This design comes from an exercise in tuning for a short achievable clock period and few clock cycles per item on the open sky130 flow, not from production work. At most, simulation tests tie the RTL to the original design; equivalence was not proved. The flow treats the clock pin as an ideal source, which a real chip does not have. No activity file was given, so power comes from the tool's default toggle rates.

## old
## edge_notify_backoff_logger
module edge_notify_backoff_logger #(
	parameter int LOG_DEPTH = LOG_DEPTH_DEF
) (
	input  logic                  clk,
	input  logic                  arst_n,
	input  logic                  tick_valid,
	output logic                  tick_ready,
	input  logic [TIME_W-1:0]     tick_time_ms,
	input  logic                  tick_pin_level,
	output logic                  report_valid,
	input  logic                  report_ready,
	output logic                  report_type,
	output logic                  report_push_request,
	output logic                  report_led_state,
	output logic                  report_backoff_ended,
	output logic [CNT_W-1:0]      report_suppressed_count,
	output logic [CNT_W-1:0]      report_overrun_total,
	output logic [TIME_W-1:0]     report_log_time,
	output logic                  report_last,
	input  logic                  cfg_we,
	input  logic [CFG_IDX_W-1:0]  cfg_index,
	input  logic [CFG_DATA_W-1:0] cfg_data
);
	localparam int IW = 3;
	localparam int WW = 26;    
	localparam int BW = 1 + 1 + 1 + 1 + CNT_W + CNT_W + TIME_W + 1;
	function automatic logic [CNT_W-1:0] sat_inc(input logic [CNT_W-1:0] v);
		sat_inc = (v == CNT_MAX) ? v : v + 1'b1;
	endfunction
	logic              en_q;
	logic              rise_q;
	logic [SECS_W-1:0] secs_q;
	logic [SECS_W+1:0] m3_q;
	logic [WW-1:0]     win_q;
	logic              prev_q, primed_q, active_q, wp_q, wet_gt_q;
	logic [TIME_W-1:0] wet_q, deb_lim_q;
	logic [CNT_W-1:0]  supp_q, ovr_q;
	logic [IW-1:0]     wr_q, rd_q, cnt_q;
	logic [TIME_W-1:0] ring_q [8];
	logic              drain_q;
	logic [IW-1:0]     dptr_q, left_q;
	logic [CNT_W-1:0]  dovr_q;
	logic              rdy_q, hv_q, sv_q;
	logic [TIME_W-1:0] h_t, s2_t;
	logic              h_p, s2_p;
	logic              acc, pop, sv_n;
	assign tick_ready = rdy_q;
	assign acc = tick_valid && rdy_q;
	always_ff @(posedge clk) begin
		if (!sv_q) begin
			s2_t <= tick_time_ms;
			s2_p <= tick_pin_level;
		end
		if (!hv_q || pop) begin
			h_t <= sv_q ? s2_t : tick_time_ms;
			h_p <= sv_q ? s2_p : tick_pin_level;
		end
	end
	always_comb begin
		if (sv_q) begin
			sv_n = !pop;
		end else begin
  ...
For scale: ~2800 cells after synthesis, roughly 820 flip-flops, ~36000 um2 of cells after synthesis.
Settings: LEC_CHECK=0, ABC_CLOCK_PERIOD_IN_PS=2500, CAP_MARGIN=20, CORE_MARGIN=2, CORE_UTILIZATION=52, PLACE_DENSITY=0.7, SETUP_SLACK_MARGIN=5, SLEW_MARGIN=20; clock period 8.0 ns.
standard.sh (not shown) runs the stock make flow with config.mk's settings and CLKGATE_MAP_FILE= SYNTH_SCRIPT=/design/flow/synth_recipe.tcl, a recipe that flattens the netlist after the stock synthesis.
==> flow/flow/run.sh <==
#!/bin/bash
set -euo pipefail
here=$(pwd)
bash standard.sh SETUP_SLACK_MARGIN=5.8 PRE_CTS_TCL="$here/flow/pre_cts.tcl" finish > standard_finish.log 2>&1
==> flow/flow/pre_cts.tcl <==
# Move each flip-flop that drives an output port's buffer next to that
# buffer, then legalize the placement.
set block [ord::get_db_block]
set core [$block getCoreArea]
set cx [expr {([$core xMin] + [$core xMax]) / 2}]
set cy [expr {([$core yMin] + [$core yMax]) / 2}]
set moved 0
foreach bt [$block getBTerms] {
  if {[$bt getIoType] ne "OUTPUT"} { continue }
  set net [$bt getNet]
  if {$net eq "NULL"} { continue }
  set drv "NULL"
  foreach it [$net getITerms] {
    if {[$it isOutputSignal]} { set drv $it }
  }
  if {$drv eq "NULL"} { continue }
  set buf [$drv getInst]
  set in "NULL"
  foreach it [$buf getITerms] {
    if {[$it isInputSignal] && [$it getNet] ne "NULL"} { set in [$it getNet] }
  }
  if {$in eq "NULL"} { continue }
  set fdrv "NULL"
  foreach it [$in getITerms] {
    if {[$it isOutputSignal]} { set fdrv $it }
  }
  if {$fdrv eq "NULL"} { continue }
  set ff [$fdrv getInst]
  if {![[$ff getMaster] isSequential]} { continue }
  # only move a flop whose output feeds just this buffer and little else
  if {[llength [$in getITerms]] > 3} { continue }
  set bb [$buf getBBox]
  set bx [$bb xMin]
  set by [$bb yMin]
  # step from the buffer toward the core centre
  set dx [expr {$cx > $bx ? 1 : -1}]
  set dy [expr {$cy > $by ? 1 : -1}]
  set w [[$ff getMaster] getWidth]
  if {abs($cx - $bx) > abs($cy - $by)} {
    set nx [expr {$bx + $dx * ($w + 1000)}]
    set ny $by
  } else {
    set nx $bx
    set ny [expr {$by + $dy * 5440}]
  }
  $ff setLocation $nx $ny
  incr moved
}
puts "pre_cts: moved $moved output flip-flops next to their port buffers"
detailed_placement
Testbench counts of old, summed over its fixed seeds: cycles 5,991, ticks 4,800.
diff inputs: old => new
diff --git a/flow/design.v b/flow/design.v
--- a/flow/design.v
+++ b/flow/design.v
@@ -50,16 +50,17 @@
 	localparam int WW = 26;    
 	localparam int BW = 1 + 1 + 1 + 1 + CNT_W + CNT_W + TIME_W + 1;
 	function automatic logic [CNT_W-1:0] sat_inc(input logic [CNT_W-1:0] v);
 		sat_inc = (v == CNT_MAX) ? v : v + 1'b1;
 	endfunction
 	logic              en_q;
 	logic              rise_q;
 	logic [SECS_W-1:0] secs_q;
+	logic [SECS_W-1:0] sh_q;
 	logic [SECS_W+1:0] m3_q;
 	logic [WW-1:0]     win_q;
 	logic              prev_q, primed_q, active_q, wp_q, wet_gt_q;
 	logic [TIME_W-1:0] wet_q, deb_lim_q;
 	logic [CNT_W-1:0]  supp_q, ovr_q;
 	logic [IW-1:0]     wr_q, rd_q, cnt_q;
 	logic [TIME_W-1:0] ring_q [8];
 	logic              drain_q;
@@ -98,39 +99,44 @@
 			rdy_q <= !sv_n;
 			if (!hv_q || pop) begin
 				hv_q <= sv_q || acc;
 			end
 		end
 	end
 	logic              p_v, p_load;
 	logic [TIME_W-1:0] p_t;
-	logic [16:0]       p_lo, p_tlo;
+	logic [16:0]       p_lo, p_tlo, p_hi0, p_hi1;
+	logic [15:0]       p_thi1;
 	logic              p_p, p_le_win, p_lt_win;
 	always_ff @(posedge clk or negedge arst_n) begin
 		if (!arst_n) begin
 			p_v <= 1'b0;
 		end else if (p_load) begin
 			p_v <= hv_q;
 		end
 	end
 	always_ff @(posedge clk) begin
 		if (p_load) begin
 			p_t      <= h_t;
 			p_p      <= h_p;
 			p_lo     <= {1'b0, h_t[15:0]} + {1'b0, win_q[15:0]};
 			p_tlo    <= {1'b0, h_t[15:0]} + 17'(DEBOUNCE_MS);
+			p_hi0    <= {1'b0, h_t[31:16]} + {7'b0, win_q[WW-1:16]};
+			p_hi1    <= {1'b0, h_t[31:16]} - ~{7'b0, win_q[WW-1:16]};
+			p_thi1   <= h_t[31:16] + 16'd1;
 			p_le_win <= h_t <= {6'b0, win_q};
 			p_lt_win <= h_t < {6'b0, win_q};
 		end
 	end
-	logic [16:0] p_hi, p_thi;
+	logic [16:0] p_hi;
+	logic [15:0] p_thi;
 	always_comb begin
-		p_hi  = {1'b0, p_t[31:16]} + {7'b0, win_q[WW-1:16]} + {16'b0, p_lo[16]};
-		p_thi = {1'b0, p_t[31:16]} + {16'b0, p_tlo[16]};
+		p_hi  = p_lo[16] ? p_hi1 : p_hi0;
+		p_thi = p_tlo[16] ? p_thi1 : p_t[31:16];
 	end
 	logic              r_v, r_load;
 	logic [TIME_W-1:0] r_t, r_sum, r_tp1k;
 	logic              r_hit, r_p, r_carry, r_le_win, r_wfb, r_gt_deb, r_ge_wet;
 	logic              e_go, produce;
 	logic              hit, open_win, supp_hit, wrap_fix, log_we, full;
 	logic              wp1, wp2, act_or, ge_end, ended, act_n, more;
 	logic [CNT_W-1:0]  supp_n, ovr1;
@@ -207,18 +213,16 @@
 	end
 	logic cfg_en_w;
 	assign cfg_en_w = cfg_we && (cfg_index == CFG_ENABLED);
 	always_ff @(posedge clk or negedge arst_n) begin
 		if (!arst_n) begin
 			en_q      <= 1'b0;
 			rise_q    <= 1'b1;
 			secs_q    <= MIN_BACKOFF_S;
-			m3_q      <= 18'(3 * MIN_BACKOFF_S);
-			win_q     <= WW'(MIN_BACKOFF_S * MS_PER_S);
 			prev_q    <= 1'b0;
 			primed_q  <= 1'b0;
 			active_q  <= 1'b0;
 			wp_q      <= 1'b0;
 			wet_q     <= '0;
 			wet_gt_q  <= 1'b0;
 			deb_lim_q <= DEBOUNCE_MS;
 			supp_q    <= '0;
@@ -281,21 +285,24 @@
 				end
 			end
 			if (cfg_we && (cfg_index == CFG_RISING_EDGE)) begin
 				rise_q <= cfg_data[0];
 			end
 			if (cfg_we && (cfg_index == CFG_BACKOFF_SECONDS)) begin
 				secs_q <= (cfg_data < MIN_BACKOFF_S) ? MIN_BACKOFF_S : cfg_data;
 			end
-			m3_q  <= {2'b0, secs_q} + {1'b0, secs_q, 1'b0};
-			win_q <= {secs_q, 10'b0} - {5'b0, m3_q, 3'b0};
 		end
 	end
 	always_ff @(posedge clk) begin
+		sh_q  <= secs_q;
+		m3_q  <= {2'b0, secs_q} + {1'b0, secs_q, 1'b0};
+		win_q <= {sh_q, 10'b0} - {5'b0, m3_q, 3'b0};
+	end
+	always_ff @(posedge clk) begin
 		for (int k = 0; k < 8; k++) begin
 			if (e_go && log_we && (wr_q == IW'(k))) begin
 				ring_q[k] <= r_t;
 			end
 		end
 	end
 	always_comb begin
 		if (drain_q) begin
[summary]
Data arrival time of the critical path | new above old
Setup slack in new is smaller than in old.
Changes observed in new relative to old: row count now larger; die area picked up an extra 7.7%; overall fraction of global-route tracks in use now larger.
Compared with old, in new mux contribution to synthesized area went up, wire length after detailed routing now larger, worst hold slack increased by 0.0039 ns relative to the old numbers, register bit total from synthesis picked up an extra 65, sequential cell count increased 65.
Min part of the power in combinational logic across new and old: old
Comparing maximum frequency for new and old, the smaller number came from new.
The final area number comes out higher for new vs old.
No functional check of the RTL was part of new.

main:
Another version of the RTL of edge_notify_backoff_logger (not shown whole).
Size in the first run: roughly 950 flip-flops, roughly 130 I/O pins, ~40000 sq um of cells after synthesis.
// edge_notify_backoff_logger
module edge_notify_backoff_logger #(
	parameter int LOG_DEPTH = LOG_DEPTH_DEF
) (
	input  logic                  clk,
	input  logic                  arst_n,
	input  logic                  tick_valid,
	output logic                  tick_ready,
	input  logic [TIME_W-1:0]     tick_time_ms,
	input  logic                  tick_pin_level,
	output logic                  report_valid,
	input  logic                  report_ready,
	output logic                  report_type,
	output logic                  report_push_request,
	output logic                  report_led_state,
	output logic                  report_backoff_ended,
	output logic [CNT_W-1:0]      report_suppressed_count,
	output logic [CNT_W-1:0]      report_overrun_total,
	output logic [TIME_W-1:0]     report_log_time,
	output logic                  report_last,
	input  logic                  cfg_we,
	input  logic [CFG_IDX_W-1:0]  cfg_index,
	input  logic [CFG_DATA_W-1:0] cfg_data
);
==> flow/config.mk <==
export PLATFORM = sky130hd
export DESIGN_NAME = edge_notify_backoff_logger
export DESIGN_NICKNAME = edge_notify_backoff_logger
export VERILOG_FILES = /design/flow/design.v
export SDC_FILE = /design/flow/constraint.sdc
export NUM_CORES = 4
export LEC_CHECK = 0
export ABC_CLOCK_PERIOD_IN_PS = 2500
export CAP_MARGIN = 20
export CORE_MARGIN = 2
export CORE_UTILIZATION = 52
export PLACE_DENSITY = 0.7
export SETUP_SLACK_MARGIN = 5
export SLEW_MARGIN = 20
==> flow/constraint.sdc <==
create_clock -name core_clock -period 8.0 [get_ports {clk}]
set_input_delay 1.6000 -clock core_clock [delete_from_list [all_inputs] [get_ports {clk}]]
set_output_delay 1.6000 -clock core_clock [all_outputs]
set_load 0.01 [all_outputs]
==> flow/flow/run.sh <==
#!/bin/bash
set -euo pipefail
here=$(pwd)
bash standard.sh SETUP_SLACK_MARGIN=5.3 PRE_CTS_TCL="$here/flow/pre_cts.tcl" finish > standard_finish.log 2>&1
Scripts as last shown in full above: flow/flow/pre_cts.tcl
Testbench counts of main, summed over its fixed seeds: cycles 5,991, ticks 4,800.
Relative to main, the following input files were edited for the feature branch:
--- a/flow/design.v
+++ b/flow/design.v
@@ -302,32 +302,35 @@
 			if (e_go && log_we && (wr_q == IW'(k))) begin
 				ring_q[k] <= r_t;
 			end
 		end
 	end
 	always_comb begin
 		if (drain_q) begin
 			b_d = {RPT_ENTRY, 1'b0, 1'b0, 1'b1, supp_q, dovr_q, ring_q[dptr_q], (left_q == 3'd1)};
 		end else begin
 			b_d = {RPT_STATUS, open_win, act_n, ended, supp_n, ovr1, {TIME_W{1'b0}}, !more};
 		end
 	end
-	assign o_load = !o_v || report_ready;
+	logic ov_c;
+	assign o_load = !ov_c || report_ready;
 	always_ff @(posedge clk or negedge arst_n) begin
 		if (!arst_n) begin
-			o_v <= 1'b0;
-			s_v <= 1'b0;
+			o_v  <= 1'b0;
+			ov_c <= 1'b0;
+			s_v  <= 1'b0;
 		end else begin
+			o_v <= o_load ? (s_v || produce) : ov_c;
 			if (o_load) begin
-				o_v <= s_v || produce;
+				ov_c <= s_v || produce;
 			end
 			if (s_v) begin
 				s_v <= !o_load;
 			end else begin
 				s_v <= produce && !o_load;
 			end
 		end
 	end
 	logic [BW-1:0] c_d;
 	always_ff @(posedge clk) begin
 		if (!s_v) begin
 			s_d <= b_d;
### Flow results
Relative to main, peak per-stage delay on the critical path increased by 0.03 ns in the feature branch.
From main to the feature branch the numbers moved as follows: power shrank by 290 uW, final cell count without fillers shrank by 24.
The feature branch against main: non-clock buffer count has decreased, synthesized-area fraction occupied by and/or/nand/nor cells was more or less identical, wire length now larger.
No functional check of the RTL was part of the feature branch.

-- static timing again, ports no longer ideal --
The results above use ideal ports. As a check the final layouts listed here were re-extracted and re-timed, cells and wires unchanged. Step 1 assumes that a clkbuf_16 drives the clock port and a buf_2 every other input. Step 2, shift: input delay + t, output delay - t, t = (earliest + latest rising clock arrival at the registers) / 2. This alone moves slack from input paths to output paths. a / b / c = ideal ports / drivers / drivers and shift; a / b = the first two.
run	t, ns	setup slack, ns	slew at the worst register clock pin (ns)
old	0.697	5.215 / 5.152 / 5.172	0.07 / 0.07
new	0.703	5.189 / 5.125 / 5.210	0.07 / 0.07
main	0.706	5.221 / 5.152 / 4.694	0.06 / 0.06
the feature branch	0.703	5.201 / 5.136 / 4.600	0.06 / 0.06
After both steps setup and hold are still met in every run listed. The setup slack of the feature branch, which loses most, moves by -0.065 ns with the drivers and by -0.601 ns with both steps.
